Background: an optimization exercise with open tools, aiming at small area, a short achievable clock period and few clock cycles per item. Do not read the settings as production practice.
In this exercise RTL edits were held to simulation tests only and were not proved equivalent to the original.
Power is estimated from default activity; no workload was simulated.

File: flow/design.v
`default_nettype none
package bcfd_pkg;
  localparam int unsigned CELL_SLOTS = 192;
  localparam int unsigned CELL_AW    = (CELL_SLOTS > 1) ? $clog2(CELL_SLOTS) : 1;
  localparam logic [28:0] ID_MAIN   = 29'h0C50FF50;
  localparam logic [28:0] ID_VOLT   = 29'h0C50FF51;
  localparam logic [28:0] ID_TEMP   = 29'h0C50FF52;
  localparam logic [28:0] ID_SWITCH = 29'h0C50FF33;
  localparam logic [28:0] ID_ALARM  = 29'h0C50FF34;
  localparam logic [28:0] ID_FAULT  = 29'h0C50FF35;
  localparam logic [28:0] ID_CELLV  = 29'h0C50FF55;
  localparam logic [28:0] ID_BAL    = 29'h0C50FF3C;
  localparam logic [7:0]  MUX_LOW   = 8'h43;
  localparam logic [7:0]  MUX_HIGH  = 8'h83;
  localparam logic [15:0] MAIN_BIT  = 16'h0002;
  localparam logic [3:0]  LEN_FULL  = 4'd8;
  localparam logic [3:0]  LEN_WORDS = 4'd4;
  localparam logic [13:0] PCT_MAX   = 14'd10000;
  localparam logic [1:0]  MODE_STANDBY = 2'd0;
  localparam logic [1:0]  MODE_ACTIVE  = 2'd1;
  localparam logic [1:0]  MODE_FAULT   = 2'd2;
  typedef logic [7:0][7:0] byte_vec_t;
  typedef struct packed {
    logic        volt_we;
    logic        bal_we;
    logic [7:0]  idx;
    logic [15:0] volt;
    logic        bal;
  } cell_wr_t;
  typedef struct packed {
    logic       en;
    logic [7:0] idx;
  } cell_rd_t;
  typedef struct packed {
    logic [15:0] pack_voltage;
    logic [13:0] soc;
    logic [13:0] soh;
    logic [15:0] min_cell;
    logic [15:0] max_cell;
    logic [19:0] min_temp;
    logic [19:0] max_temp;
    logic [1:0]  bms_state;
    logic [2:0]  flags;
  } status_t;
  function automatic logic [15:0] word_at(input logic [63:0] b, input logic [2:0] pos);
    logic [2:0] hi;
    hi = pos + 3'd1;
    word_at = {b[{hi, 3'b000} +: 8], b[{pos, 3'b000} +: 8]};
  endfunction
endpackage
`default_nettype wire
`default_nettype none
module bms_can_frame_decoder_top (
  input  wire         clk_i,
  input  wire         rst_ni,
  input  wire         in_valid_i,
  output logic        in_stall_o,
  input  wire         cmd_i,
  input  wire  [28:0] frame_id_i,
  input  wire  [3:0]  frame_len_i,
  input  wire  [7:0]  byte0_i,
  input  wire  [7:0]  byte1_i,
  input  wire  [7:0]  byte2_i,
  input  wire  [7:0]  byte3_i,
  input  wire  [7:0]  byte4_i,
  input  wire  [7:0]  byte5_i,
  input  wire  [7:0]  byte6_i,
  input  wire  [7:0]  byte7_i,
  input  wire  [7:0]  query_cell_i,
  output logic        out_valid_o,
  input  wire         out_stall_i,
  output logic [15:0] pack_voltage_dv_o,
  output logic [13:0] soc_pptt_o,
  output logic [13:0] health_pptt_o,
  output logic [15:0] min_cell_mv_o,
  output logic [15:0] max_cell_mv_o,
  output logic [19:0] min_temp_dc_o,
  output logic [19:0] max_temp_dc_o,
  output logic [7:0]  cell_count_o,
  output logic [1:0]  bms_state_o,
  output logic [3:0]  status_flags_o,
  output logic [15:0] cell_voltage_mv_o,
  output logic        cell_balancing_o
);
  localparam int unsigned NC = bcfd_pkg::CELL_SLOTS;    
  typedef struct packed {
    logic        rd;        
    logic [15:0] hi;        
    logic [15:0] lo;        
    logic [2:0]  nz;        
    logic        bal;       
    logic [5:0]  bbank;     
    logic [47:0] w;         
    logic [2:0]  wnz;       
    logic        ld_pack;
    logic        ld_socsoh;
    logic        ld_lcell;
    logic        ld_hcell;
    logic        ld_ltemp;
    logic        ld_htemp;
    logic        ld_sw;
    logic        alive;     
    logic        alarm;     
    logic        fault;     
    logic        len6;      
    logic        len8;      
    logic        cand_v;    
    logic [7:0]  cand;      
  } beat_t;
  logic        in_stall_q;
  logic [1:0]  cnt_q;
  logic        vI, vK;
  logic        out_valid_q;
  logic        clr_q;
  beat_t       bI, bK, dec;
  logic        accept, take, rdyF, fire, rdyI;
  logic [1:0]  cnt_n;
  assign accept = in_valid_i && !in_stall_q;
  assign take   = out_valid_q && !out_stall_i;
  assign rdyF   = !out_valid_q || !out_stall_i;
  assign fire   = vI && rdyF;
  assign rdyI   = !vI || rdyF;
  assign cnt_n  = cnt_q + {1'b0, accept} - {1'b0, take};
  assign in_stall_o  = in_stall_q;
  assign out_valid_o = out_valid_q;
  logic [2:0][15:0] wr;
  assign wr = {byte7_i, byte6_i, byte5_i, byte4_i, byte3_i, byte2_i};
  always_comb begin
    logic frame, len4, idhi;
    logic id50, id51, id52, id33, id34, id35, id55, id3c;
    logic cellv, m43, m83;
    logic [7:0] b1;
    logic [5:0] bb;
    logic [2:0] inrng;
    logic [1:0] m3;
    logic [2:0] m6;
    frame = !cmd_i;
    len4  = frame_len_i[3] || frame_len_i[2];
    idhi  = frame_id_i[28:8] == bcfd_pkg::ID_MAIN[28:8];
    id50  = idhi && frame_id_i[7:0] == bcfd_pkg::ID_MAIN[7:0];
    id51  = idhi && frame_id_i[7:0] == bcfd_pkg::ID_VOLT[7:0];
    id52  = idhi && frame_id_i[7:0] == bcfd_pkg::ID_TEMP[7:0];
    id33  = idhi && frame_id_i[7:0] == bcfd_pkg::ID_SWITCH[7:0];
    id34  = idhi && frame_id_i[7:0] == bcfd_pkg::ID_ALARM[7:0];
    id35  = idhi && frame_id_i[7:0] == bcfd_pkg::ID_FAULT[7:0];
    id55  = idhi && frame_id_i[7:0] == bcfd_pkg::ID_CELLV[7:0];
    id3c  = idhi && frame_id_i[7:0] == bcfd_pkg::ID_BAL[7:0];
    m43   = byte0_i == bcfd_pkg::MUX_LOW;
    m83   = byte0_i == bcfd_pkg::MUX_HIGH;
    dec.len8 = frame_len_i[3];
    dec.len6 = frame_len_i[3] || (frame_len_i[2] && frame_len_i[1]);
    cellv    = frame && dec.len8 && id55;
    b1 = cmd_i ? query_cell_i : byte1_i;
    bb = {byte7_i != 8'd0, byte6_i != 8'd0, byte5_i != 8'd0,
          byte4_i != 8'd0, byte3_i != 8'd0, byte2_i != 8'd0};
    dec.rd = cmd_i;
    for (int k = 0; k < 16; k++) begin
      dec.hi[k] = b1[7:4] == 4'(k);
      dec.lo[k] = b1[3:0] == 4'(k);
    end
    for (int i = 0; i < 3; i++) begin
      dec.wnz[i] = wr[i] != 16'd0;
      dec.nz[i]  = cellv && dec.wnz[i];
      inrng[i]   = 8'(b1 + 8'(i)) < 8'(NC);
    end
    dec.bal = frame && dec.len8 && id3c;
    m3 = (b1 >= 8'd254) ? 2'(b1 - 8'd253) : 2'(b1 % 8'd3);
    m6 = (b1 >= 8'd250) ? 3'(b1 - 8'd250) : 3'(b1 % 8'd6);
    dec.w = wr;
    if (cellv) begin
      for (int k = 0; k < 3; k++) begin
        for (int i = 0; i < 3; i++) begin
          if (m3 == 2'((k + 3 - i) % 3)) dec.w[16*k +: 16] = wr[i];
        end
      end
    end
    dec.bbank = '0;
    for (int k = 0; k < 6; k++) begin
      for (int i = 0; i < 6; i++) begin
        if (m6 == 3'((k + 6 - i) % 6)) dec.bbank[k] = bb[i];
      end
    end
    dec.ld_pack   = frame && dec.len8 && id50 && m43;
    dec.ld_socsoh = frame && dec.len8 && id50 && m83;
    dec.ld_lcell  = frame && dec.len8 && id51 && m43;
    dec.ld_hcell  = frame && dec.len8 && id51 && m83;
    dec.ld_ltemp  = frame && dec.len8 && id52 && m43;
    dec.ld_htemp  = frame && dec.len8 && id52 && m83;
    dec.ld_sw     = frame && dec.len8 && id33;
    dec.alive     = frame && dec.len8 && id50;
    dec.alarm     = frame && len4 && id34;
    dec.fault     = frame && len4 && id35;
    dec.cand_v = 1'b0;
    dec.cand   = 8'd0;
    for (int i = 0; i < 3; i++) begin
      if (dec.nz[i] && inrng[i]) begin
        dec.cand_v = 1'b1;
        dec.cand   = b1 + 8'(i + 1);
      end
    end
  end
  always_ff @(posedge clk_i or negedge rst_ni) begin
    if (!rst_ni) begin
      in_stall_q  <= 1'b0;
      cnt_q       <= '0;
      vI          <= 1'b0;
      vK          <= 1'b0;
      out_valid_q <= 1'b0;
      clr_q       <= 1'b1;
    end else begin
      clr_q       <= 1'b0;
      cnt_q       <= cnt_n;
      in_stall_q  <= cnt_n == 2'd3;
      vI          <= rdyI ? (vK || accept) : 1'b1;
      vK          <= rdyI ? (vK && accept) : (vK || accept);
      out_valid_q <= fire || (out_valid_q && out_stall_i);
    end
  end
  always_ff @(posedge clk_i) begin
    if (!in_stall_q) begin
      bK <= dec;
    end
    if (rdyI) begin
      bI <= vK ? bK : dec;
    end
  end
  logic [255:0]     dsel;
  logic [2:0][15:0] bank_w;
  logic [5:0]       bank_b;
  logic [15:0]      volt_q [NC];
  logic             bal_q  [NC];
  logic [NC-1:0]    volt_we, bal_we;
  always_comb begin
    for (int k = 0; k < 256; k++) begin
      dsel[k] = bI.hi[k / 16] && bI.lo[k % 16];
    end
    bank_w = clr_q ? '0 : bI.w;
    bank_b = clr_q ? '0 : bI.bbank;
    for (int j = 0; j < NC; j++) begin
      volt_we[j] = clr_q || (vI && ((dsel[j] && bI.nz[0])
                                 || (dsel[(j + 255) % 256] && bI.nz[1])
                                 || (dsel[(j + 254) % 256] && bI.nz[2])));
      bal_we[j]  = clr_q || (vI && bI.bal && (dsel[j] || dsel[(j + 255) % 256]
                                 || dsel[(j + 254) % 256] || dsel[(j + 253) % 256]
                                 || dsel[(j + 252) % 256] || dsel[(j + 251) % 256]));
    end
  end
  for (genvar j = 0; j < NC; j++) begin : g_cell
    always_ff @(posedge clk_i) begin
      if (volt_we[j]) volt_q[j] <= bank_w[j % 3];
      if (bal_we[j])  bal_q[j]  <= bank_b[j % 6];
    end
  end
  logic [15:0]       rd_volt;
  logic              rd_bal;
  logic [11:0][15:0] gv;
  logic [11:0]       gb;
  always_comb begin
    for (int g = 0; g < 12; g++) begin
      gv[g] = 16'd0;
      gb[g] = 1'b0;
      for (int l = 0; l < 16; l++) begin
        gv[g] = gv[g] | ({16{bI.lo[l]}} & volt_q[16*g + l]);
        gb[g] = gb[g] | (bI.lo[l] & bal_q[16*g + l]);
      end
    end
    rd_volt = 16'd0;
    rd_bal  = 1'b0;
    for (int g = 0; g < 12; g++) begin
      rd_volt = rd_volt | ({16{bI.hi[g]}} & gv[g]);
      rd_bal  = rd_bal | (bI.hi[g] & gb[g]);
    end
    rd_volt = bI.rd ? rd_volt : 16'd0;
    rd_bal  = bI.rd && rd_bal;
  end
  logic [3:0]  alarm_nz_q, fault_nz_q;
  logic        contactor_q;
  logic [15:0] dw2, dw4;
  logic [19:0] soc_x10, soh_x10, tmp_ext, tmp_x10;
  logic [13:0] soc_new, soh_new;
  logic [3:0]  slot_ld, slot_nz, alarm_nz_n, fault_nz_n;
  logic        contactor_n, any_alarm_n, any_fault_n;
  logic [7:0]  hcc_n;
  assign dw2     = bI.w[15:0];
  assign dw4     = bI.w[31:16];
  assign soc_x10 = {4'd0, dw2} * 20'd10;
  assign soh_x10 = {4'd0, dw4} * 20'd10;
  assign soc_new = (dw2 > 16'd1000) ? bcfd_pkg::PCT_MAX : soc_x10[13:0];
  assign soh_new = (dw4 > 16'd1000) ? bcfd_pkg::PCT_MAX : soh_x10[13:0];
  assign tmp_ext = {{4{dw4[15]}}, dw4};
  assign tmp_x10 = (tmp_ext << 3) + (tmp_ext << 1);
  always_comb begin
    for (int k = 0; k < 4; k++) begin
      logic s0, s1, s2;
      s0 = bI.hi[(k + 256) / 16 % 16] && bI.lo[(k + 256) % 16];
      s1 = bI.hi[(k + 255) / 16 % 16] && bI.lo[(k + 255) % 16];
      s2 = bI.hi[(k + 254) / 16 % 16] && bI.lo[(k + 254) % 16];
      slot_ld[k] = s0 || (s1 && bI.len6) || (s2 && bI.len8);
      slot_nz[k] = (s0 && bI.wnz[0]) || (s1 && bI.wnz[1]) || (s2 && bI.wnz[2]);
      alarm_nz_n[k] = (bI.alarm && slot_ld[k]) ? slot_nz[k] : alarm_nz_q[k];
      fault_nz_n[k] = (bI.fault && slot_ld[k]) ? slot_nz[k] : fault_nz_q[k];
    end
    contactor_n = bI.ld_sw ? dw2[1] : contactor_q;
    any_alarm_n = |alarm_nz_n;
    any_fault_n = |fault_nz_n;
    hcc_n = (bI.cand_v && bI.cand > cell_count_o) ? bI.cand : cell_count_o;
  end
  always_ff @(posedge clk_i) begin
    if (clr_q) begin
      alarm_nz_q        <= '0;
      fault_nz_q        <= '0;
      contactor_q       <= 1'b0;
      pack_voltage_dv_o <= '0;
      soc_pptt_o        <= '0;
      health_pptt_o     <= '0;
      min_cell_mv_o     <= '0;
      max_cell_mv_o     <= '0;
      min_temp_dc_o     <= '0;
      max_temp_dc_o     <= '0;
      cell_count_o      <= '0;
      bms_state_o       <= '0;
      status_flags_o    <= '0;
      cell_voltage_mv_o <= '0;
      cell_balancing_o  <= 1'b0;
    end else if (fire) begin
      alarm_nz_q  <= alarm_nz_n;
      fault_nz_q  <= fault_nz_n;
      contactor_q <= contactor_n;
      if (bI.ld_pack)   pack_voltage_dv_o <= dw2;
      if (bI.ld_socsoh) soc_pptt_o        <= soc_new;
      if (bI.ld_socsoh) health_pptt_o     <= soh_new;
      if (bI.ld_lcell)  min_cell_mv_o     <= dw4;
      if (bI.ld_hcell)  max_cell_mv_o     <= dw4;
      if (bI.ld_ltemp)  min_temp_dc_o     <= tmp_x10;
      if (bI.ld_htemp)  max_temp_dc_o     <= tmp_x10;
      cell_count_o      <= hcc_n;
      bms_state_o       <= any_fault_n ? bcfd_pkg::MODE_FAULT
                         : (contactor_n ? bcfd_pkg::MODE_ACTIVE : bcfd_pkg::MODE_STANDBY);
      status_flags_o    <= {bI.alive, any_fault_n, any_alarm_n, contactor_n && !any_fault_n};
      cell_voltage_mv_o <= rd_volt;
      cell_balancing_o  <= rd_bal;
    end
  end
endmodule
`default_nettype wire
File: flow/run.sh
#!/bin/bash
# synth_recipe.tcl (not shown) runs the flow's synth.tcl, then flattens the netlist and writes it again
# the make line also repeats each setting of config.mk as NAME=value (left out here)
make -C /OpenROAD-flow-scripts/flow DESIGN_CONFIG=/design/flow/config.mk WORK_HOME=/design/flow/orfs CLKGATE_MAP_FILE= SYNTH_SCRIPT=/design/flow/synth_recipe.tcl finish
File: flow/config.mk
export PLATFORM = sky130hd
export DESIGN_NAME = bms_can_frame_decoder_top
export DESIGN_NICKNAME = bms_can_frame_decoder_top
export VERILOG_FILES = /design/flow/design.v
export SDC_FILE = /design/flow/constraint.sdc
export NUM_CORES = 4
export LEC_CHECK = 0
export CAP_MARGIN = 20
export CORE_MARGIN = 2
export CORE_UTILIZATION = 40
export SLEW_MARGIN = 20
File: flow/constraint.sdc
create_clock -name core_clock -period 7.0 [get_ports {clk_i}]
set_input_delay 1.4000 -clock core_clock [delete_from_list [all_inputs] [get_ports {clk_i}]]
set_output_delay 1.4000 -clock core_clock [all_outputs]
set_load 0.01 [all_outputs]
==> metrics list, run 1 <==
* Proportion of synthesized area in mux cells: 0.00783
- Standby leakage power: 56.4 nW
* Clock buffer count from CTS: 364
- Of the total synthesized cell area, the portion taken by full adders, half adders and majority gates is 0.00758.
* Clock sink total: 3645
* Routed vias: 92900
* Share of the clock period used by the worst path after layout: 0.866
* Synth async-reset ratio: 0.00192
* Flip-flop and latch count after synthesis: 3645
* Classification of the worst-slack hold path: register to register
* Number of nets at the end of the flow: 9174
* Most instantiated flip-flop cell in the synthesis netlist: edfxtp_1
- The first global-routing pass estimated 719000 um of wire.
- Worst-path fanout max: 62
- Fraction of the yosys area taken by sequential cells: 0.768
- Run status: no timing/DRC/antenna violations
- The detail route stage leaves a number of antenna-violating nets equal to 0.
- Number of rows created at floorplan: 217
- Total wire length after detailed routing: 526000 um
- Avg Synthesized Cell Area: 16.4 um^2
* Count of max-cap constraint violations: 0
- Clk pin slew, worst setup/hold paths: 0.06 ns
- From bottom edge to top edge, the die measures 597 um.
* Area added between synthesis and finish: 16.2%
* Setup Skew: 0.0545 ns
- For the pin with the worst max-slew slack, the measured transition is 1.38 ns.
* Avg Vias per Cell: 6.68
- Skew-Pair Late Insertion Delay: 0.97 ns
- Initial Utilization: 0.402
- STA classifies the critical path startpoint as an input pin.
- Yosys instantiated no cell more often than edfxtp_1.
- Main combinational cell family by area after synthesis: compound AO/OA/AOI/OAI gates
* Clk Tree Root Cell: clkbuf_16
- Measured in cells, the most critical reg-to-reg path has a length of 10.
- Arrival @ worst endpoint: 6.70 ns
- Final cell count without fillers: 13900
- Once the clock tree was built, the setup fixing pass inserted 0 buffers.
* CTS tree: done
- Simple-gate portion of the synthesized area: 0.0417
* Total setup violations reported at the end of the flow: 0
- After clock tree synthesis, the flow added hold-fix buffers numbering 0.
* Total number of yosys warnings: 3
* Unrepaired setup endpoints after global routing: no
- After filler insertion, the fill cell instance count of the layout stands at 29700.
- The total overflow left after global routing is 0.
- In this run, synthesis inferred 3488 flip-flops with an integrated enable.
- After detailed routing, the average wire length per cell comes to 37.8 um.
- STA classifies the critical path endpoint as a register.
* Beginning of the critical path: cmd_i
* Std-Cell Core Area: 350000 um^2
* Most area-hungry cell type in the Yosys netlist: edfxtp_1
* Area of the mapped netlist: 141000 um^2
- Top-level port count: 259
* Start-to-end type of the worst setup path: input pin to register
- Final HPWL DP: 291000 um
* Share of the synthesized netlist area taken by xor and xnor gates: 0.00268
- H-Tree Level Count: 5
- Power per unit of standard cell area: 451 nW/um^2
* Crit path cell chain: clkdlybuf4s50_1 -> buf_12 -> mux2i_2 -> inv_1 -> buf_4 -> o21ai_0 -> a22oi_1 -> or4_4 -> nor2_2 -> xnor2_1 -> ha_1 -> o41ai_2 -> nand2_1 -> ha_1 -> a311o_1 -> a221oi_2 -> nand2_2 -> mux2i_1 -> mux2_2 -> buf_12 -> nor3_1 -> a221oi_1
- Post-route minimum period: 6.06 ns
- The worst register-to-register path has a setup slack of 2.27 ns.
- In this run the tightest slew margin relative to its limit is 0.0808.
- The synthesized-area fraction occupied by ao, oa, aoi and oai cells came to 0.152.
- The worst-case IR drop observed on VDD is 275 uV.
- CP bufs+invs: 5
* Buffers added on ports: 253
- Maximum frequency from static timing analysis: 165 MHz
- Fraction of post-synthesis cell area in the top cell type by area: 0.745
- Cell class contributing the biggest share of worst-path delay: compound AO/OA/AOI/OAI gates
- Commonest cells post-synth: 3488 x edfxtp_1, 679 x a22oi_1, 566 x a22o_1
* Die W: 597 um
- In this run the critical register-to-register path is captured at cell_voltage_mv_o[11]$_SDFFE_PP0P_.
- Area contributors post-synth: edfxtp_1 75%, a22oi_1 3.6%, a22o_1 3.5%, a221oi_1 3.5%, dfxtp_1 2.1%
- Instance count of the mapped netlist: 8575
- The slowest stage of the critical path is the clkdlybuf4s50_1 cell.
- The die covers 356000 um^2.
- The max-slew violation count is 0.
- Worst reg2reg path startpoint: bI[85]$_DFFE_PN_
* Data required time at the worst endpoint: 7.64 ns
- The number of global-route vias before repair was 89800.
* Number of library cell types mapped by synthesis: 81
- The number of antenna violations at the first check in global routing was 42.
* Least setup slack across all paths after layout: 0.941 ns
- The clock passes through at most 4 buffers.
- After clock tree synthesis, the repair step resized 0 gates.
- In this run, the number of DRC markers left after iteration 0 of detailed routing was 15800.
- The hold violation count in the final report was 0.
* Worst-case setup slack after placement: 0.0398 ns
- In the global route stage, overall resource usage came out at 0.287.
- At the end of routability-driven placement, the weighted congestion stood at 0.915.
* DRC violation count after routing: 0
- The number of placed instances, taps included, is 13200.
* Proportion of layout cells with a drive suffix above 1: 0.139
- For this run, the detailed router's first-pass iteration total came to 7.
- Critical Path Stages: 22
- Crit path capture: bI[66]$_DFFE_PN_
- Stage delay of the slowest cell on the critical path: 0.56 ns
- Pin count of the biggest net entering global routing: 170
[stage by stage]
stage	hold slack [ns]	instance area (um^2)	utilization	TNS (ns)	total power, mW
4_1_cts	0.460	163000	0.466	0	72.7
2_1_floorplan	0.454	141000	-	0	41.9
3_5_place_dp	0.451	151000	0.433	0	53.5
3_3_place_gp	0.446	151000	0.432	-1.06	53.1
5_1_grt	0.478	163000	0.467	0	75.1
6_report	0.459	163000	0.467	0	73.7
[cells by family after synthesis]
group	after synthesis
fa+ha+maj	78
mux	102
xor+xnor	43
other cells	1
compound gates	2773
simple gates	1187
buf+inv	746
flops	3645
[registers in the layout, indices dropped and copies added (netlist names), 2 cells and up]
name	count
bI	112
alarm_nz_q	4
cell_voltage_mv_o	16
bal_q	192
pack_voltage_dv_o	16
status_flags_o	4
cnt_q	2
max_cell_mv_o	16
min_cell_mv_o	16
bK	112
max_temp_dc_o	19
fault_nz_q	4
health_pptt_o	13
volt_q	3072
cell_count_o	8
soc_pptt_o	13
min_temp_dc_o	19
[per-layer routing]
layer	wire, um	track usage	up-vias
li1	-	-	36200
met1	188000	0.372	47500
met2	234000	0.440	7902
met3	73500	0.0820	1264
met4	30100	0.143	16
met5	288	0.00365	-
[worst register-to-register path: stages (launching register included)]
cell      delay, ns
edfxtp_1       0.74
buf_4          0.43
a22oi_1        0.26
nand4_1        0.11
o21ai_0        0.60
nand2_1        0.45
a221oi_1       0.90
nand4_1        0.47
o211ai_1       0.33
buf_4          0.21
a21oi_1        0.09
[where the power goes]
group          switching, mW  internal (mW)  leakage, nW
Combinational           16.6           5.81         13.8
Clock                   8.55           11.0         5.72
Sequential              1.92           29.8         36.9
Total                   27.1           46.6         56.4
[how the worst min path moves through the flow]
stage	start	end	slack (ns)	cells past startpoint
4_1_cts	max_cell_mv_o[13]$_SDFFE_PP0P_	max_cell_mv_o[13]$_SDFFE_PP0P_	0.46	2
6_report	cell_voltage_mv_o[6]$_SDFFE_PP0P_	cell_voltage_mv_o[6]$_SDFFE_PP0P_	0.46	2
2_1_floorplan	fault_nz_q[0]$_SDFFE_PP0P_	fault_nz_q[0]$_SDFFE_PP0P_	0.45	2
3_3_place_gp	min_temp_dc_o[6]$_SDFFE_PP0P_	min_temp_dc_o[6]$_SDFFE_PP0P_	0.45	2
3_5_place_dp	min_temp_dc_o[17]$_SDFFE_PP0P_	min_temp_dc_o[17]$_SDFFE_PP0P_	0.45	2
5_1_grt	min_cell_mv_o[14]$_SDFFE_PP0P_	min_cell_mv_o[14]$_SDFFE_PP0P_	0.48	2
[layout by cell type (no fill, tap or decap), types with 164 or more instances in the layout]
| cell type | netlist | layout |
|---|---|---|
| o21bai_2 | 0 | 164 |
| edfxtp_1 | 3488 | 3488 |
| a21oi_1 | 195 | 194 |
| a221oi_1 | 558 | 558 |
| nand4_1 | 228 | 228 |
| a22oi_1 | 679 | 679 |
| clkbuf_16 | 0 | 369 |
| nor2_1 | 198 | 185 |
| buf_4 | 9 | 409 |
| clkdlybuf4s50_1 | 0 | 253 |
| a22o_1 | 566 | 566 |
| nand2_1 | 357 | 355 |
[cell type report]
cell class              count  area [um^2]  area share
clock buffers             446         9570      0.0586
clock inverters           223         2170      0.0133
flip-flops and latches   3645       108000       0.661
diodes                     14         35.0    0.000215
multi-input cells        4188        30900       0.189
repair buffers            716         6700      0.0410
well taps                4599         5750      0.0352
inverters                  71          269     0.00165
Testbench counts, summed over its fixed seeds: cycles 12,016, items 12,000.
==> run 2, diff against run 1 <==
--- a/flow/design.v
+++ b/flow/design.v
@@ -91,3 +91,5 @@
     logic        bal;       
-    logic [5:0]  bbank;     
+    logic [5:0]  bbit;      
+    logic [2:0]  rot3;      
+    logic [5:0]  rot6;      
     logic [47:0] w;         
@@ -163,21 +165,21 @@
       dec.nz[i]  = cellv && dec.wnz[i];
-      inrng[i]   = 8'(b1 + 8'(i)) < 8'(NC);
+      inrng[i]   = 8'(byte1_i + 8'(i)) < 8'(NC);
     end
     dec.bal = frame && dec.len8 && id3c;
-    m3 = (b1 >= 8'd254) ? 2'(b1 - 8'd253) : 2'(b1 % 8'd3);
-    m6 = (b1 >= 8'd250) ? 3'(b1 - 8'd250) : 3'(b1 % 8'd6);
-    dec.w = wr;
-    if (cellv) begin
-      for (int k = 0; k < 3; k++) begin
-        for (int i = 0; i < 3; i++) begin
-          if (m3 == 2'((k + 3 - i) % 3)) dec.w[16*k +: 16] = wr[i];
-        end
-      end
-    end
-    dec.bbank = '0;
-    for (int k = 0; k < 6; k++) begin
-      for (int i = 0; i < 6; i++) begin
-        if (m6 == 3'((k + 6 - i) % 6)) dec.bbank[k] = bb[i];
-      end
-    end
+    m3 = 2'((2'(byte1_i[7:4] % 4'd3) + 2'(byte1_i[3:0] % 4'd3)) % 3'd3);
+    case ({m3, byte1_i[0]})
+      3'b000:  m6 = 3'd0;
+      3'b011:  m6 = 3'd1;
+      3'b100:  m6 = 3'd2;
+      3'b001:  m6 = 3'd3;
+      3'b010:  m6 = 3'd4;
+      default: m6 = 3'd5;
+    endcase
+    if (byte1_i == 8'd254) m3 = 2'd1;
+    if (byte1_i == 8'd255) m3 = 2'd2;
+    if (byte1_i >= 8'd250) m6 = 3'(byte1_i[2:0] - 3'd2);
+    for (int k = 0; k < 3; k++) dec.rot3[k] = m3 == 2'(k);
+    for (int k = 0; k < 6; k++) dec.rot6[k] = m6 == 3'(k);
+    dec.w    = wr;
+    dec.bbit = bb;
     dec.ld_pack   = frame && dec.len8 && id50 && m43;
@@ -197,3 +199,3 @@
         dec.cand_v = 1'b1;
-        dec.cand   = b1 + 8'(i + 1);
+        dec.cand   = byte1_i + 8'(i + 1);
       end
@@ -236,4 +238,16 @@
     end
-    bank_w = clr_q ? '0 : bI.w;
-    bank_b = clr_q ? '0 : bI.bbank;
+    for (int k = 0; k < 3; k++) begin
+      bank_w[k] = 16'd0;
+      for (int i = 0; i < 3; i++) begin
+        if (bI.rot3[(k + 3 - i) % 3]) bank_w[k] = bI.w[16*i +: 16];
+      end
+      if (clr_q) bank_w[k] = 16'd0;
+    end
+    for (int k = 0; k < 6; k++) begin
+      bank_b[k] = 1'b0;
+      for (int i = 0; i < 6; i++) begin
+        if (bI.rot6[(k + 6 - i) % 6]) bank_b[k] = bI.bbit[i];
+      end
+      if (clr_q) bank_b[k] = 1'b0;
+    end
     for (int j = 0; j < NC; j++) begin
--- a/flow/config.mk
+++ b/flow/config.mk
@@ -7,2 +7,3 @@
 export LEC_CHECK = 0
+export ABC_CLOCK_PERIOD_IN_PS = 3000
 export CAP_MARGIN = 20
@@ -10,2 +11,3 @@
 export CORE_UTILIZATION = 40
+export SETUP_SLACK_MARGIN = 3.8
 export SLEW_MARGIN = 20
==> metrics list, run 2 <==
* Flip-flop count of the largest register after layout: 3072
- Least setup slack across all paths after layout: 2.58 ns
- Start-to-end type of the worst setup path: input pin to register
- Number of rows created at floorplan: 217
- Of all nets on the critical path, the largest fanout is 6.
- DRC violation count after routing: 0
- The completed layout was analyzed and its total power is 82.9 mW.
- Clock tree synthesis inserted a total of 369 buffers.
* CP bufs+invs: 7
- Run status: no timing/DRC/antenna violations
* CTS tree: done
- Synthesis produced 8633 cells.
- Registers with the most flip-flops: volt_q (3072), bal_q (192)
* Routed vias: 95200
- Relative to the synthesized area, the layout overhead comes to 19.6%.
* Standby leakage power: 58.9 nW
* Cell at the slowest stage of the critical path: fa_2
* Total setup violations reported at the end of the flow: 0
- Share of the clock period used by the worst path after layout: 0.632
- The later pin in the worst-skew pair is clocked with a latency of 0.99 ns.
- OpenSTA, run right after detailed placement, puts the worst setup slack at 1.05 ns.
- The core region is 350000 um^2.
- Unrepaired setup endpoints after global routing: yes
* Routed WL per cell: 38.7 um
* Setup crit end kind: register
* Number of library cell types mapped by synthesis: 84
- STA classifies the critical path startpoint as an input pin.
- Proportion of layout cells with a drive suffix above 1: 0.191
* Total grt overflow: 0
- Die W: 597 um
* Final HPWL DP: 297000 um
* Starting DRT DRC Count: 18900
* Post-route ant nets: 0
- Fill cells: 29200
- On the worst path, the slowest cell contributes a delay of 0.58 ns.
* Avg Vias per Cell: 6.69
* Die span in y: 597 um
- The tree is rooted in a clkbuf_16.
* Headroom to the max-slew limit: 0.151
- The library cell used most frequently in the layout, excluding fill and tap cells, is edfxtp_1.
- Pin count of the biggest net entering global routing: 169
- After routing, the total negative slack on setup checks comes to 0 ns.
- Of the synthesized area, sequential elements account for 0.771.
- The first global-routing pass estimated 735000 um of wire.
- IR analysis of the VDD net gives a maximum drop of 305 uV.
- GRT Resource Usage Total: 0.296
* Power per unit of standard cell area: 492 nW/um^2
- In the synthesized netlist the dominant register cell turns out to be edfxtp_1.
* Avg Synthesized Cell Area: 16.3 um^2
- Register bank with the most flops: volt_q
- Area of the mapped netlist: 141000 um^2
- The hold violation count in the final report was 0.
- Number of nets at the end of the flow: 9482
* Number of flops mapped to enable cells by yosys: 3506
* Initial Utilization: 0.402
- Clock skew on the completed layout was measured at 0.100 ns.
- Post-route minimum period: 4.42 ns
- Maximum frequency from static timing analysis: 226 MHz
- Hold wc startpoint: max_temp_dc_o[10]$_SDFFE_PP0P_
* Top-level port count: 259
* Synth async-reset ratio: 0.00191
- Beginning of the critical path: byte1_i[2]
- Slew at the pin closest to its max-slew limit: 1.27 ns
* Clock sink total: 3663
- Grouping stages by cell kind, the critical path spends the most delay in adder cells.
* Number of global-route vias before repair: 90000
- The die covers 357000 um^2.
- Of the post-synthesis cell area, the dominant cell type holds 0.748.
- Number of antenna violations at the first check in global routing: 54
- Flip-flop and latch count after synthesis: 3663
* Leading cell types in the layout, fill and taps excluded: 3506 x edfxtp_1, 1059 x a22oi_1, 476 x buf_4
* Most area-hungry cell type in the Yosys netlist: edfxtp_1
- Clk pin slew, worst setup/hold paths: 0.06 ns
- Count of max-cap constraint violations: 0
* Area contributors post-synth: edfxtp_1 75%, a22oi_1 5.7%, a22o_1 2.3%, a221oi_1 2.1%, dfxtp_1 2.1%
- CTS built an H-tree with a depth of 5.
* Classification of the worst-slack hold path: register to register
- The max-slew violation count is 0.
* Data required time at the worst endpoint: 7.68 ns
- The startpoint identified for the worst register-to-register timing path is bI[102]$_DFFE_PN_.
- The longest clock path from root to sink contains 4 buffers.
- Arrival @ worst endpoint: 5.11 ns
- The first detailed-routing pass ran for 9 iterations.
* Commonest cells post-synth: 3506 x edfxtp_1, 1070 x a22oi_1, 515 x clkbuf_1
- Total wire length after detailed routing: 551000 um
- Final Wtd Congestion: 0.907
- Buffers added on ports: 253
* Most used standard cell by instance count after synthesis: edfxtp_1
* Total number of yosys warnings: 3
## run 2: worst min-delay path: cells and delay by family (launching register included)
kind            cells  cell delay, ns
simple gates        1            0.05
flops               1            0.31
compound gates      1            0.05
## run 2: metrics by stage
stage / utilization / instance area [um^2] / instances / hold WS, ns
after floorplan: - / 141000 / 8637 / 0.454
after global placement: 0.433 / 151000 / 13300 / 0.444
after detailed placement: 0.434 / 152000 / 13300 / 0.446
after CTS: 0.475 / 166000 / 14100 / 0.457
after global routing: 0.481 / 168000 / 14200 / 0.469
final: 0.481 / 168000 / 14200 / 0.456
## run 2: per-layer routing
metal / wire length (um) / track usage / vias up
met5: 191 / 0 / -
met1: 193000 / 0.392 / 48300
met3: 91600 / 0.105 / 1358
met4: 30800 / 0.141 / 12
met2: 236000 / 0.434 / 8709
li1: - / - / 36800
## run 2: timing repair
| action | in CTS | in global routing |
|---|---|---|
| endpoints found under the setup margin | 4020 | 1016 |
| endpoints found under the hold margin | 0 | 0 |
| hold buffers | 0 | 0 |
| gates resized for setup | 589 | 258 |
| cloned | 33 | 17 |
| setup buffers | 113 | 71 |
| pin swaps | 116 | 122 |
## run 2: where the power goes
part / switching, mW / total [mW] / internal [mW]
Clock: 8.55 / 19.5 / 11.0
Combinational: 21.2 / 28.8 / 7.63
Sequential: 2.21 / 34.5 / 32.3
## run 2: layout make-up
cell class                      count  area [um^2]  share of cell area
Tap cell                         4599         5750              0.0342
Antenna cell                       28         70.1            0.000416
Timing Repair Buffer              917         9340              0.0555
Sequential cell                  3663       108000               0.645
Inverter                           52          226             0.00135
Clock buffer                      465         9760              0.0580
Multi-Input combinational cell   4287        32700               0.194
Clock inverter                    217         2020              0.0120
## run 2: final timing paths
kind                                                     end  slack, ns  cells after the start
max                                         bI[75]$_DFFE_PN_       2.58                     25
min                           max_temp_dc_o[10]$_SDFFE_PP0P_       0.46                      2
max reg2reg                cell_voltage_mv_o[9]$_SDFFE_PP0P_       3.46                      9
min reg2reg                   max_temp_dc_o[10]$_SDFFE_PP0P_       0.46                      2
max in group asynchronous                    clr_q$_DFF_PN1_       5.94                      1
min in group asynchronous                       vK$_DFF_PN0_       0.73                      1
## run 2: kinds of logic (layout without fill, tap and decap cells)
kind of cell	after synthesis	after routing	share of synthesized area
adders and majority gates	82	82	0.00798
AOI/OAI and AO/OA	2768	2768	0.147
xor gates and xnor gates	35	35	0.00218
muxes	103	103	0.00803
and+or+nand+nor	1270	1294	0.0445
other	1	33	0.0000266
DFF	3663	3663	0.771
buffers and inverters	711	1651	0.0196
Testbench counts of run 2, summed over its fixed seeds: cycles 12,016, items 12,000.
==> run 3, diff against run 2 <==
--- a/flow/design.v
+++ b/flow/design.v
@@ -89,2 +89,4 @@
     logic [15:0] lo;        
+    logic [11:0] rhi;       
+    logic [3:0][15:0] rlo;  
     logic [2:0]  nz;        
@@ -112,3 +114,3 @@
   logic        in_stall_q;
-  logic [1:0]  cnt_q;
+  logic [2:0]  cnt_q;
   logic        vI, vK;
@@ -117,4 +119,25 @@
   beat_t       bI, bK, dec;
-  logic        accept, take, rdyF, fire, rdyI;
-  logic [1:0]  cnt_n;
+  typedef struct packed {
+    logic [3:0][15:0] rv;      
+    logic [3:0]  rb;           
+    logic [15:0] dw2;
+    logic [15:0] dw4;
+    logic        ld_pack;
+    logic        ld_socsoh;
+    logic        ld_lcell;
+    logic        ld_hcell;
+    logic        ld_ltemp;
+    logic        ld_htemp;
+    logic        ld_sw;
+    logic        alive;
+    logic [3:0]  alarm_ld;     
+    logic [3:0]  fault_ld;     
+    logic [3:0]  slot_nz;      
+    logic        cand_v;
+    logic [7:0]  cand;
+  } jbeat_t;
+  jbeat_t      bJ, jn;
+  logic        vJ;
+  logic        accept, take, rdyF, fire, rdyJ, rdyI;
+  logic [2:0]  cnt_n;
   assign accept = in_valid_i && !in_stall_q;
@@ -122,5 +145,6 @@
   assign rdyF   = !out_valid_q || !out_stall_i;
-  assign fire   = vI && rdyF;
-  assign rdyI   = !vI || rdyF;
-  assign cnt_n  = cnt_q + {1'b0, accept} - {1'b0, take};
+  assign fire   = vJ && rdyF;
+  assign rdyJ   = !vJ || rdyF;
+  assign rdyI   = !vI || rdyJ;
+  assign cnt_n  = cnt_q + {2'b0, accept} - {2'b0, take};
   assign in_stall_o  = in_stall_q;
@@ -136,3 +160,3 @@
     logic [2:0] inrng;
-    logic [1:0] m3;
+    logic [1:0] m3, h3, l3;
     logic [2:0] m6;
@@ -158,2 +182,11 @@
     dec.rd = cmd_i;
+    for (int g = 0; g < 12; g++) begin
+      dec.rhi[g] = cmd_i && query_cell_i[7:4] == 4'(g);
+    end
+    for (int c = 0; c < 4; c++) begin
+      for (int l = 0; l < 16; l++) begin
+        dec.rlo[c][l] = cmd_i && query_cell_i[3:0] == 4'(l)
+                        && query_cell_i[7:4] >= 4'(3 * c) && query_cell_i[7:4] < 4'(3 * c + 3);
+      end
+    end
     for (int k = 0; k < 16; k++) begin
@@ -168,3 +201,17 @@
     dec.bal = frame && dec.len8 && id3c;
-    m3 = 2'((2'(byte1_i[7:4] % 4'd3) + 2'(byte1_i[3:0] % 4'd3)) % 3'd3);
+    case (byte1_i[7:4])
+      4'd0, 4'd3, 4'd6, 4'd9, 4'd12, 4'd15: h3 = 2'd0;
+      4'd1, 4'd4, 4'd7, 4'd10, 4'd13:       h3 = 2'd1;
+      default:                              h3 = 2'd2;
+    endcase
+    case (byte1_i[3:0])
+      4'd0, 4'd3, 4'd6, 4'd9, 4'd12, 4'd15: l3 = 2'd0;
+      4'd1, 4'd4, 4'd7, 4'd10, 4'd13:       l3 = 2'd1;
+      default:                              l3 = 2'd2;
+    endcase
+    case ({h3, l3})
+      4'b0000, 4'b0110, 4'b1001: m3 = 2'd0;
+      4'b0001, 4'b0100, 4'b1010: m3 = 2'd1;
+      default:                   m3 = 2'd2;
+    endcase
     case ({m3, byte1_i[0]})
@@ -209,2 +256,3 @@
       vK          <= 1'b0;
+      vJ          <= 1'b0;
       out_valid_q <= 1'b0;
@@ -214,5 +262,6 @@
       cnt_q       <= cnt_n;
-      in_stall_q  <= cnt_n == 2'd3;
+      in_stall_q  <= cnt_n == 3'd4;
       vI          <= rdyI ? (vK || accept) : 1'b1;
       vK          <= rdyI ? (vK && accept) : (vK || accept);
+      if (rdyJ) vJ <= vI;
       out_valid_q <= fire || (out_valid_q && out_stall_i);
@@ -227,2 +276,5 @@
     end
+    if (rdyJ) begin
+      bJ <= jn;
+    end
   end
@@ -267,4 +319,2 @@
   end
-  logic [15:0]       rd_volt;
-  logic              rd_bal;
   logic [11:0][15:0] gv;
@@ -276,14 +326,38 @@
       for (int l = 0; l < 16; l++) begin
-        gv[g] = gv[g] | ({16{bI.lo[l]}} & volt_q[16*g + l]);
-        gb[g] = gb[g] | (bI.lo[l] & bal_q[16*g + l]);
+        gv[g] = gv[g] | ({16{bI.rlo[g / 3][l]}} & volt_q[16*g + l]);
+        gb[g] = gb[g] | (bI.rlo[g / 3][l] & bal_q[16*g + l]);
       end
     end
-    rd_volt = 16'd0;
-    rd_bal  = 1'b0;
-    for (int g = 0; g < 12; g++) begin
-      rd_volt = rd_volt | ({16{bI.hi[g]}} & gv[g]);
-      rd_bal  = rd_bal | (bI.hi[g] & gb[g]);
+    for (int c = 0; c < 4; c++) begin
+      jn.rv[c] = 16'd0;
+      jn.rb[c] = 1'b0;
+      for (int g = 3 * c; g < 3 * c + 3; g++) begin
+        jn.rv[c] = jn.rv[c] | ({16{bI.rhi[g]}} & gv[g]);
+        jn.rb[c] = jn.rb[c] | (bI.rhi[g] & gb[g]);
+      end
+    end
+  end
+  always_comb begin
+    jn.dw2       = bI.w[15:0];
+    jn.dw4       = bI.w[31:16];
+    jn.ld_pack   = bI.ld_pack;
+    jn.ld_socsoh = bI.ld_socsoh;
+    jn.ld_lcell  = bI.ld_lcell;
+    jn.ld_hcell  = bI.ld_hcell;
+    jn.ld_ltemp  = bI.ld_ltemp;
+    jn.ld_htemp  = bI.ld_htemp;
+    jn.ld_sw     = bI.ld_sw;
+    jn.alive     = bI.alive;
+    jn.cand_v    = bI.cand_v;
+    jn.cand      = bI.cand;
+    for (int k = 0; k < 4; k++) begin
+      logic s0, s1, s2, ld;
+      s0 = bI.hi[(k + 256) / 16 % 16] && bI.lo[(k + 256) % 16];
+      s1 = bI.hi[(k + 255) / 16 % 16] && bI.lo[(k + 255) % 16];
+      s2 = bI.hi[(k + 254) / 16 % 16] && bI.lo[(k + 254) % 16];
+      ld = s0 || (s1 && bI.len6) || (s2 && bI.len8);
+      jn.alarm_ld[k] = bI.alarm && ld;
+      jn.fault_ld[k] = bI.fault && ld;
+      jn.slot_nz[k]  = (s0 && bI.wnz[0]) || (s1 && bI.wnz[1]) || (s2 && bI.wnz[2]);
     end
-    rd_volt = bI.rd ? rd_volt : 16'd0;
-    rd_bal  = bI.rd && rd_bal;
   end
@@ -294,7 +368,9 @@
   logic [13:0] soc_new, soh_new;
-  logic [3:0]  slot_ld, slot_nz, alarm_nz_n, fault_nz_n;
+  logic [3:0]  alarm_nz_n, fault_nz_n;
   logic        contactor_n, any_alarm_n, any_fault_n;
   logic [7:0]  hcc_n;
-  assign dw2     = bI.w[15:0];
-  assign dw4     = bI.w[31:16];
+  logic [15:0] rd_volt;
+  logic        rd_bal;
+  assign dw2     = bJ.dw2;
+  assign dw4     = bJ.dw4;
   assign soc_x10 = {4'd0, dw2} * 20'd10;
@@ -305,17 +381,13 @@
   assign tmp_x10 = (tmp_ext << 3) + (tmp_ext << 1);
+  assign rd_volt = bJ.rv[0] | bJ.rv[1] | bJ.rv[2] | bJ.rv[3];
+  assign rd_bal  = |bJ.rb;
   always_comb begin
     for (int k = 0; k < 4; k++) begin
-      logic s0, s1, s2;
-      s0 = bI.hi[(k + 256) / 16 % 16] && bI.lo[(k + 256) % 16];
-      s1 = bI.hi[(k + 255) / 16 % 16] && bI.lo[(k + 255) % 16];
-      s2 = bI.hi[(k + 254) / 16 % 16] && bI.lo[(k + 254) % 16];
-      slot_ld[k] = s0 || (s1 && bI.len6) || (s2 && bI.len8);
-      slot_nz[k] = (s0 && bI.wnz[0]) || (s1 && bI.wnz[1]) || (s2 && bI.wnz[2]);
-      alarm_nz_n[k] = (bI.alarm && slot_ld[k]) ? slot_nz[k] : alarm_nz_q[k];
-      fault_nz_n[k] = (bI.fault && slot_ld[k]) ? slot_nz[k] : fault_nz_q[k];
+      alarm_nz_n[k] = bJ.alarm_ld[k] ? bJ.slot_nz[k] : alarm_nz_q[k];
+      fault_nz_n[k] = bJ.fault_ld[k] ? bJ.slot_nz[k] : fault_nz_q[k];
     end
-    contactor_n = bI.ld_sw ? dw2[1] : contactor_q;
+    contactor_n = bJ.ld_sw ? dw2[1] : contactor_q;
     any_alarm_n = |alarm_nz_n;
     any_fault_n = |fault_nz_n;
-    hcc_n = (bI.cand_v && bI.cand > cell_count_o) ? bI.cand : cell_count_o;
+    hcc_n = (bJ.cand_v && bJ.cand > cell_count_o) ? bJ.cand : cell_count_o;
   end
@@ -342,9 +414,9 @@
       contactor_q <= contactor_n;
-      if (bI.ld_pack)   pack_voltage_dv_o <= dw2;
-      if (bI.ld_socsoh) soc_pptt_o        <= soc_new;
-      if (bI.ld_socsoh) health_pptt_o     <= soh_new;
-      if (bI.ld_lcell)  min_cell_mv_o     <= dw4;
-      if (bI.ld_hcell)  max_cell_mv_o     <= dw4;
-      if (bI.ld_ltemp)  min_temp_dc_o     <= tmp_x10;
-      if (bI.ld_htemp)  max_temp_dc_o     <= tmp_x10;
+      if (bJ.ld_pack)   pack_voltage_dv_o <= dw2;
+      if (bJ.ld_socsoh) soc_pptt_o        <= soc_new;
+      if (bJ.ld_socsoh) health_pptt_o     <= soh_new;
+      if (bJ.ld_lcell)  min_cell_mv_o     <= dw4;
+      if (bJ.ld_hcell)  max_cell_mv_o     <= dw4;
+      if (bJ.ld_ltemp)  min_temp_dc_o     <= tmp_x10;
+      if (bJ.ld_htemp)  max_temp_dc_o     <= tmp_x10;
       cell_count_o      <= hcc_n;
@@ -352,3 +424,3 @@
                          : (contactor_n ? bcfd_pkg::MODE_ACTIVE : bcfd_pkg::MODE_STANDBY);
-      status_flags_o    <= {bI.alive, any_fault_n, any_alarm_n, contactor_n && !any_fault_n};
+      status_flags_o    <= {bJ.alive, any_fault_n, any_alarm_n, contactor_n && !any_fault_n};
       cell_voltage_mv_o <= rd_volt;
--- a/flow/config.mk
+++ b/flow/config.mk
@@ -11,3 +11,3 @@
 export CORE_UTILIZATION = 40
-export SETUP_SLACK_MARGIN = 3.8
+export SETUP_SLACK_MARGIN = 4.0
 export SLEW_MARGIN = 20
==> metrics list, run 3 <==
- Routed vias: 99600
- Total setup violations reported at the end of the flow: 0
- The finished cells cover 180000 um^2.
- Number of hold buffers added after CTS: 0
* Fraction of post-synthesis cell area in the top cell type by area: 0.755
* Proportion of layout cells with a drive suffix above 1: 0.199
* Routed WL per cell: 38.4 um
* Leading cell types in the layout, fill and taps excluded: 3785 x edfxtp_1, 746 x a22o_1, 654 x a221oi_1
* Top-level port count: 259
- The path with the worst hold slack has its endpoint at bJ[7]$_DFFE_PP_.
* Number of library cell types mapped by synthesis: 77
* Share of the clock period used by the worst path after layout: 0.493
- In this run the vertical extent of the chip is 617 um.
* Number of global-route vias before repair: 94300
- Of the total power, the share spent switching nets is 0.370.
* Hold wc startpoint: bI[7]$_DFFE_PN_
- The share of total power dissipated in sequential elements is 0.436.
- Pin count of the biggest net entering global routing: 219
* Arrival @ worst endpoint: 4.06 ns
* Worst reg2reg path startpoint: bI[126]$_DFFE_PN_
- CP bufs+invs: 3
* Die W: 617 um
- Post-Place Cells: 14000
* Area contributors post-synth: edfxtp_1 76%, a22o_1 4.4%, a221oi_1 4.2%, dfxtp_1 2.0%, clkbuf_1 1.6%
* Number of rows created at floorplan: 225
- Number of antenna violations at the first check in global routing: 56
* Most instantiated flip-flop cell in the synthesis netlist: edfxtp_1
- Worst-path fanout max: 28
- Avg Synthesized Cell Area: 16.7 um^2
* Final cell count without fillers: 15000
- Walking the worst path, the cells encountered are buf_8 -> buf_8 -> a221oi_1 -> nand4_1 -> a222oi_1 -> inv_1.
- Standby leakage power: 63.4 nW
- Path depth of the worst reg2reg path: 6
* Instance count of the mapped netlist: 8997
- Skew-Pair Late Insertion Delay: 1.01 ns
* Clock network power share: 0.240
- Area of the mapped netlist: 151000 um^2
- Maximum frequency from static timing analysis: 290 MHz
* Initial Utilization: 0.401
- volt_q holds more flip-flops than any other register.
* Number of hold-slack violations in the final timing report: 0
- Worst R2R End: bJ[106]$_DFFE_PP_
- Setup Total Neg Slack: 0 ns
- The worst hold path belongs to the class register to register.
- In this run the most used layer during global routing was met2.
* Buffer depth of the longest clock path: 4
- Setup crit end kind: register
- Slew at the pin closest to its max-slew limit: 1.29 ns
- Final HPWL DP: 306000 um
* Critical path startpoint category: register
* Start-to-end type of the worst setup path: register to register
- Part of the total power dissipated in combinational logic: 0.323
* Total wire length after detailed routing: 577000 um
* Depth of the worst hold-timing path: 0
* Met3 global-route usage: 0.0843
- In this run the remaining antenna-violating nets after routing total 0.
- Cell at the slowest stage of the critical path: a222oi_1
- After detailed routing, the number of vias per cell comes to 6.63.
- Flip-flop count of the largest register after layout: 3072
- Data required time at the worst endpoint: 7.61 ns
- Starting DRT DRC Count: 18700
- The cell that appears most often on the critical path is buf_8.
- Across all register-to-register paths, the minimum setup slack is 3.55 ns.
* Fraction of the yosys area taken by sequential cells: 0.776
- Setup repair after global routing could not meet its margin everywhere.
* Count of max-cap constraint violations: 0
- TritonCTS built the clock tree.
- The congestion estimate from routability-driven global placement came to 0.902.
- Ranked by instance count, the synthesized netlist is headed by 3785 x edfxtp_1, 748 x a22o_1, 726 x a221oi_1.
- Clock tree synthesis selected as its root buffer the cell clkbuf_16.
* Power dissipated by switching net loads: 32.2 mW
* H-Tree Level Count: 5
- The largest registers in the layout are volt_q (3072), bI (196), bK (196).
- Most common library cell in the layout ignoring fill and taps: edfxtp_1
- edfxtp_1 is the most common cell in the netlist.
- The max-slew violation count was 0.
- Once placement finished, the instance area stood at 161000 um^2.
* Clock buffer count from CTS: 390
- On the final layout, the worst clock skew is 0.0866 ns.
- After clock tree synthesis, the clock-pin slew on the worst setup and hold paths is 0.06 ns.
- Std-Cell Core Area: 375000 um^2
* Met1 Use GR: 0.361
- Clock sink total: 3944
- Flip-flop and latch count after synthesis: 3944
* Cell class contributing the biggest share of worst-path delay: compound AO/OA/AOI/OAI gates
* Stage delay of the slowest cell on the critical path: 1.08 ns
- Cell internal power was estimated by the tool at 54.8 mW.
- Across every metal layer, demand over resource in global routing totals 0.292.
* Power per unit of standard cell area: 482 nW/um^2
- Number of flops mapped to enable cells by yosys: 3785
* Number of nets at the end of the flow: 9885
- The flow ran to the end and the layout has no timing, DRC or antenna violations.
- For this run the aggregate overflow at the end of global routing stands at 0.
- Buffers placed on the I/O ports in this run total 253.
- Met2 demand-to-capacity share in global routing: 0.452
- The floorplan step defined a die boundary enclosing 381000 um^2.
* Post-route minimum period: 3.45 ns
* Synth async-reset ratio: 0.00228
- For this run, the detailed router's first-pass iteration total came to 9.
* Area added between synthesis and finish: 19.8%
- Total number of yosys warnings: 3
- The worst pin sits at a relative slew slack of 0.139.
- DRC violation count after routing: 0
- Most area-hungry cell type in the Yosys netlist: edfxtp_1
- VDD sags by at most 354 uV.
- Fill cells: 31100
- Global-route wire length before repair: 775000 um
run 3: cell types whose count changed in the layout (fill, tap and decap cells not counted), moves of 98 or more:
cell,previous run,this run
a22oi_1,1059,300
a22o_1,367,746
a221oi_1,298,654
edfxtp_1,3506,3785
nand3_1,258,65
dlygate4sd2_1,145,29
nand2_1,320,418
run 3: how the worst max path moves through the flow:
stage	startpoint	endpoint	slack (ns)	cells past startpoint
final	bI[126]$_DFFE_PN_	bJ[106]$_DFFE_PP_	3.55	6
after global routing	bI[129]$_DFFE_PN_	bJ[106]$_DFFE_PP_	3.68	7
after CTS	bI[145]$_DFFE_PN_	bJ[124]$_DFFE_PP_	3.72	7
after detailed placement	byte1_i[0]	bI[8]$_DFFE_PN_	2.19	9
after global placement	byte1_i[0]	bI[8]$_DFFE_PN_	2.21	9
after floorplan	out_stall_i	bI[0]$_DFFE_PN_	-2.21	1
run 3: worst reg2reg max path, stage by stage, from the launching register on:
cell	delay, ns
edfxtp_1	0.41
buf_8	0.24
buf_8	0.32
a221oi_1	0.37
nand4_1	0.32
a222oi_1	1.08
inv_1	0.34
run 3: power groups by stage:
stage	logic, mW	registers (mW)	clock network, mW
2_1_floorplan	11.5	37.2	0
3_3_place_gp	22.9	38.0	0
3_5_place_dp	23.2	38.3	0
4_1_cts	26.2	37.8	20.9
5_1_grt	28.3	38.4	21.8
6_report	28.1	37.9	20.9
run 3: cells by family (layout without fill, tap and decap cells):
group	after synthesis	in the layout	synth area share
buf+inv	834	1822	0.0212
simple gates	1238	1262	0.0388
flops	3944	3944	0.776
xor+xnor	41	41	0.00239
fa+ha+maj	78	78	0.00713
mux	102	102	0.00745
compound gates	2759	2759	0.147
other cells	1	37	0.0000249
run 3: per-layer routing:
layer / up-vias / routed length [um]
met2: 8288 / 261000
met5: - / 195
met3: 1724 / 77500
li1: 38700 / -
met4: 26 / 41700
met1: 50900 / 197000
run 3: area by class of cell:
| type | instances | area (um^2) | share of cell area |
|---|---|---|---|
| tap | 4994 | 6250 | 0.0346 |
| antenna | 32 | 80.1 | 0.000444 |
| sequential | 3944 | 117000 | 0.648 |
| clock inverter | 232 | 2350 | 0.0131 |
| timing repair buffer | 1008 | 10900 | 0.0604 |
| inverter | 105 | 433 | 0.00240 |
| multi-input combinational | 4247 | 33200 | 0.184 |
| clock buffer | 476 | 10200 | 0.0565 |
| timing repair inverter | 1 | 5.00 | 0.0000277 |
run 3: timing repair:
| item | in CTS | in global routing |
|---|---|---|
| pin swaps | 94 | 76 |
| buffers inserted | 168 | 96 |
| cloned | 62 | 6 |
| endpoints found under the setup margin | 3634 | 1520 |
| endpoints found under the hold margin | 0 | 0 |
| gates resized for setup | 797 | 214 |
run 3: stage by stage:
| stage | power, mW | utilization | setup slack, ns | hold slack (ns) |
|---|---|---|---|---|
| floorplan | 48.7 | - | -2.21 | 0.400 |
| global placement | 60.9 | 0.430 | 2.21 | 0.401 |
| detailed placement | 61.5 | 0.431 | 2.19 | 0.406 |
| CTS | 84.9 | 0.476 | 3.72 | 0.418 |
| global route | 88.5 | 0.481 | 3.68 | 0.418 |
| finish | 87.0 | 0.481 | 3.55 | 0.416 |
Testbench counts of run 3, summed over its fixed seeds: cycles 12,024, items 12,000.
==> run 4, diff against run 3 <==
--- a/flow/design.v
+++ b/flow/design.v
@@ -94,4 +94,2 @@
     logic [5:0]  bbit;      
-    logic [2:0]  rot3;      
-    logic [5:0]  rot6;      
     logic [47:0] w;         
@@ -227,6 +225,16 @@
     if (byte1_i >= 8'd250) m6 = 3'(byte1_i[2:0] - 3'd2);
-    for (int k = 0; k < 3; k++) dec.rot3[k] = m3 == 2'(k);
-    for (int k = 0; k < 6; k++) dec.rot6[k] = m6 == 3'(k);
-    dec.w    = wr;
-    dec.bbit = bb;
+    dec.w = wr;
+    if (cellv) begin
+      for (int k = 0; k < 3; k++) begin
+        for (int i = 0; i < 3; i++) begin
+          if (m3 == 2'((k + 3 - i) % 3)) dec.w[16*k +: 16] = wr[i];
+        end
+      end
+    end
+    dec.bbit = '0;
+    for (int k = 0; k < 6; k++) begin
+      for (int i = 0; i < 6; i++) begin
+        if (m6 == 3'((k + 6 - i) % 6)) dec.bbit[k] = bb[i];
+      end
+    end
     dec.ld_pack   = frame && dec.len8 && id50 && m43;
@@ -290,16 +298,4 @@
     end
-    for (int k = 0; k < 3; k++) begin
-      bank_w[k] = 16'd0;
-      for (int i = 0; i < 3; i++) begin
-        if (bI.rot3[(k + 3 - i) % 3]) bank_w[k] = bI.w[16*i +: 16];
-      end
-      if (clr_q) bank_w[k] = 16'd0;
-    end
-    for (int k = 0; k < 6; k++) begin
-      bank_b[k] = 1'b0;
-      for (int i = 0; i < 6; i++) begin
-        if (bI.rot6[(k + 6 - i) % 6]) bank_b[k] = bI.bbit[i];
-      end
-      if (clr_q) bank_b[k] = 1'b0;
-    end
+    bank_w = clr_q ? '0 : bI.w;
+    bank_b = clr_q ? '0 : bI.bbit;
     for (int j = 0; j < NC; j++) begin
--- a/flow/config.mk
+++ b/flow/config.mk
@@ -11,2 +11,4 @@
 export CORE_UTILIZATION = 40
+export CTS_CLUSTER_DIAMETER = 60
+export CTS_CLUSTER_SIZE = 24
 export SETUP_SLACK_MARGIN = 4.0
==> metrics list, run 4 <==
- Hold timing on the final database bottoms out at a slack of 0.400 ns.
* Fraction of post-synthesis cell area in the top cell type by area: 0.753
- After clock tree synthesis, the flow added hold-fix buffers numbering 0.
- The number of global-route vias before repair was 94300.
* Synth async-reset ratio: 0.00229
- Across the whole layout, storage elements account for 116000 um^2.
* Number of flops mapped to enable cells by yosys: 3767
- Clock buffer count from CTS: 229
* Arrival @ worst endpoint: 4.11 ns
- Summed over all instances, the cell type with the most area after synthesis is edfxtp_1.
- Setup Skew: 0.0893 ns
* Crit path cell chain: buf_12 -> inv_16 -> ha_4 -> nand2_2 -> o21a_1 -> a2111o_1 -> o31ai_4 -> buf_4 -> o22ai_4 -> buf_12 -> buf_16 -> nor2_2 -> a31oi_2 -> o22a_1 -> mux2_4
- Top-level port count: 259
- For this run, the total global-route usage over all layers was measured as 0.299.
- CP bufs+invs: 5
* Leading cell types in the layout, fill and taps excluded: 3767 x edfxtp_1, 716 x a22o_1, 622 x a221oi_1
* Commonest cells post-synth: 3767 x edfxtp_1, 717 x a22o_1, 700 x a221oi_1
- After clock tree synthesis, the clock-pin slew on the worst setup and hold paths is 0.09 ns.
* Global-route wire length before repair: 792000 um
- The clock tree synthesis step divided the H-tree into 4 levels.
- Worst supply voltage drop on vdd: 351 uV
* Initial Utilization: 0.401
- Counting tap cells, the placed design contains a total of 14000 instances.
- After synthesis the netlist holds a flip-flop and latch count of 3926.
- Worst-path fanout max: 12
- Once layout is complete, the utilization of the core stands at 0.475.
* Final HPWL DP: 327000 um
- Number of rows created at floorplan: 225
- Number of nets at the end of the flow: 9861
- The flow ran to the end and the layout has no timing, DRC or antenna violations.
- Post-place instance area: 162000 um^2
* Dominant cell type by count on the critical path: buf_12
- Most instantiated flip-flop cell in the synthesis netlist: edfxtp_1
- Most used standard cell by instance count after synthesis: edfxtp_1
- Number of library cell types mapped by synthesis: 83
* Final std cell area, no fill: 178000 um^2
- Maximum frequency from static timing analysis: 293 MHz
- CTS tree: done
* DRC violation count after routing: 0
- The hold violation count in the final report is 0.
- After synthesis the cells add up to 150000 um^2.
- After detailed routing, the total wire length is 596000 um.
- The tool flagged a number of max-cap violations equal to 0.
- The library cell used most frequently in the layout, excluding fill and tap cells, is edfxtp_1.
* Final cell count without fillers: 14900
* Total grt overflow: 0
- Die W: 617 um
- Multi-input combinational cell area: 34400 um^2
- After detailed routing, the number of vias per cell comes to 6.73.
* Proportion of layout cells with a drive suffix above 1: 0.210
* Power per unit of standard cell area: 431 nW/um^2
- Buffer depth of the longest clock path: 4
- Timing analysis after detailed placement gives a worst setup slack of 1.30 ns.
- More flip-flops sit in one register than any other, and that register is volt_q.
* Registers with the most flip-flops: volt_q (3072), bal_q (192)
- Area added between synthesis and finish: 18.4%
- Setup violations remaining at the end of the flow were counted as 0.
- Clk Tree Root Cell: clkbuf_16
* Number of antenna violations at the first check in global routing: 78
- Slew at the pin closest to its max-slew limit: 1.25 ns
- The register with the most flip-flops in the layout has 3072 of them.
- Avg Synthesized Cell Area: 16.6 um^2
* Cell at the slowest stage of the critical path: a2111o_1
- In the synthesized netlist, the number of instances is 9049.
- The total area inside the core boundary comes to 375000 um^2.
* Final Wtd Congestion: 0.913
* Starting DRT DRC Count: 19200
- Standby leakage power: 62.4 nW
* Unrepaired setup endpoints after global routing: yes
- The max-slew violation count is 0.
- Clock latency on the worst-skew pair, taken at its later pin, is 1.01 ns.
* Total number of yosys warnings: 3
- In this design, the stage delay of the slowest critical-path cell is 0.49 ns.
* Post-route minimum period: 3.41 ns
- Tot Pwr: 76.6 mW
- First-pass DRT Iterations: 10
* Cell class contributing the biggest share of worst-path delay: compound AO/OA/AOI/OAI gates
- Die span in y: 617 um
* Die area: 380000 um^2
* Headroom to the max-slew limit: 0.167
* Classification of the worst-slack hold path: register to register
* Setup Total Neg Slack: 0 ns
- Routed WL per cell: 40.1 um
* Start-to-end type of the worst setup path: input pin to register
* Share of the clock period used by the worst path after layout: 0.487
* Routed vias: 100000
- Buffers added on ports: 253
- STA classifies the critical path endpoint as a register.
* Worst reg-to-reg setup slack: 3.75 ns
- By area the synthesized netlist is led by edfxtp_1 75%, a22o_1 4.2%, a221oi_1 4.1%, dfxtp_1 2.0%, a22oi_1 1.6%.
- Post-route ant nets: 0
* Pin count of the biggest net entering global routing: 222
* Least setup slack across all paths after layout: 3.59 ns
- For this design, the sink count on the clock tree is 3926.
- STA puts the critical path data required time at 7.70 ns.
- STA classifies the critical path startpoint as an input pin.
- Fraction of the yosys area taken by sequential cells: 0.775
- Fill cells: 31100
## run 4: cell count changes in the layout (fill, tap and decap cells not counted), sizes merged, moves of 58 or more
cell and delta:
clkbuf -208, nor2b +62, inv +108, buf +93, a21oi -58, clkinv -121
## run 4: repair_timing
item                       4_1_cts  5_1_grt
setup endpoints to repair     3027      507
pin swaps                      165      140
cloned                          67       15
gates resized for setup       1083      348
buffers inserted               215       87
## run 4: metal layers
| layer | GRT usage | share of wire | vias up |
|---|---|---|---|
| met5 | 0 | 0.00041 | - |
| met4 | 0.159 | 0.068 | 40 |
| met2 | 0.458 | 0.44 | 8652 |
| met1 | 0.385 | 0.35 | 51400 |
| met3 | 0.0870 | 0.14 | 1632 |
| li1 | - | - | 38400 |
## run 4: layout make-up
cell class | count | area share
inverters | 159 | 0.00363
diodes | 29 | 0.000408
clock buffers | 256 | 0.0332
flip-flops and latches | 3926 | 0.655
clock inverters | 149 | 0.0109
multi-input cells | 4258 | 0.193
well taps | 4994 | 0.0351
repair buffers | 1099 | 0.0687
## run 4: logic make-up (layout without fill, tap and decap cells)
logic type / after synthesis / in the layout / synth area share
DFF: 3926 / 3926 / 0.775
AOI/OAI and AO/OA: 2779 / 2781 / 0.148
and+or+nand+nor: 1271 / 1286 / 0.0404
buffers and inverters: 886 / 1663 / 0.0226
adders and majority gates: 78 / 78 / 0.00715
muxes: 68 / 68 / 0.00489
xor gates and xnor gates: 40 / 40 / 0.00233
other: 1 / 34 / 0.0000250
## run 4: worst paths after layout
path	start	to	cells after the start
max	byte1_i[0]	bI[34]$_DFFE_PN_	15
min	bI[20]$_DFFE_PN_	bJ[28]$_DFFE_PP_	0
max reg2reg	bI[134]$_DFFE_PN_	bJ[128]$_DFFE_PP_	7
min reg2reg	bI[20]$_DFFE_PN_	bJ[28]$_DFFE_PP_	0
max in group asynchronous	rst_ni	clr_q$_DFF_PN1_	1
min in group asynchronous	rst_ni	vK$_DFF_PN0_	1
## run 4: worst register-to-register path: stages (launching register included)
cell and delay (ns):
edfxtp_1 0.45, buf_12 0.17, buf_16 0.14, a22o_1 0.21, a221oi_2 0.17, nand4_1 0.49, a222oi_1 1.20, inv_1 0.14
## run 4: power breakdown
group | switching, mW | total (mW) | internal, mW
Combinational | 18.3 | 26.1 | 7.81
Sequential | 2.53 | 35.1 | 32.6
Clock | 8.32 | 15.5 | 7.14
Testbench counts of run 4, summed over its fixed seeds: cycles 12,024, items 12,000.

## port drivers added, routing unchanged
The flow's constraints put no driver on any port. The routed layouts listed below were extracted and timed again, unchanged, in two steps.
Step 1 assumes that a clkbuf_16 drives the clock port and a buf_2 every other input.
Step 2 also shifts input and output timing later by t, the mid clock arrival at the registers, as if the neighbouring blocks saw the same clock.
Three values: ideal ports, drivers, drivers and shift; two values: the first two.
run | t (ns) | setup WS [ns] | worst hold slack (ns) | worst setup path at the end | slew at the worst register clock pin (ns)
run 1 | 1.055 | 0.941 / 1.024 / -0.031 | 0.459 / 0.459 / 0.459 | input to register | 0.07 / 0.07
run 2 | 1.062 | 2.577 / 2.661 / 1.600 | 0.456 / 0.456 / 0.456 | input to register | 0.07 / 0.07
run 3 | 1.069 | 3.552 / 3.552 / 2.988 | 0.416 / 0.416 / 0.416 | input to register | 0.07 / 0.07
run 4 | 1.077 | 3.588 / 3.608 / 2.532 | 0.400 / 0.400 / 0.400 | input to register | 0.10 / 0.10
With both steps, setup timing fails in run 1, where it was met with ideal ports. For run 4, which loses most, drivers alone change the setup slack by +0.020 ns; drivers and shift together by -1.056 ns.
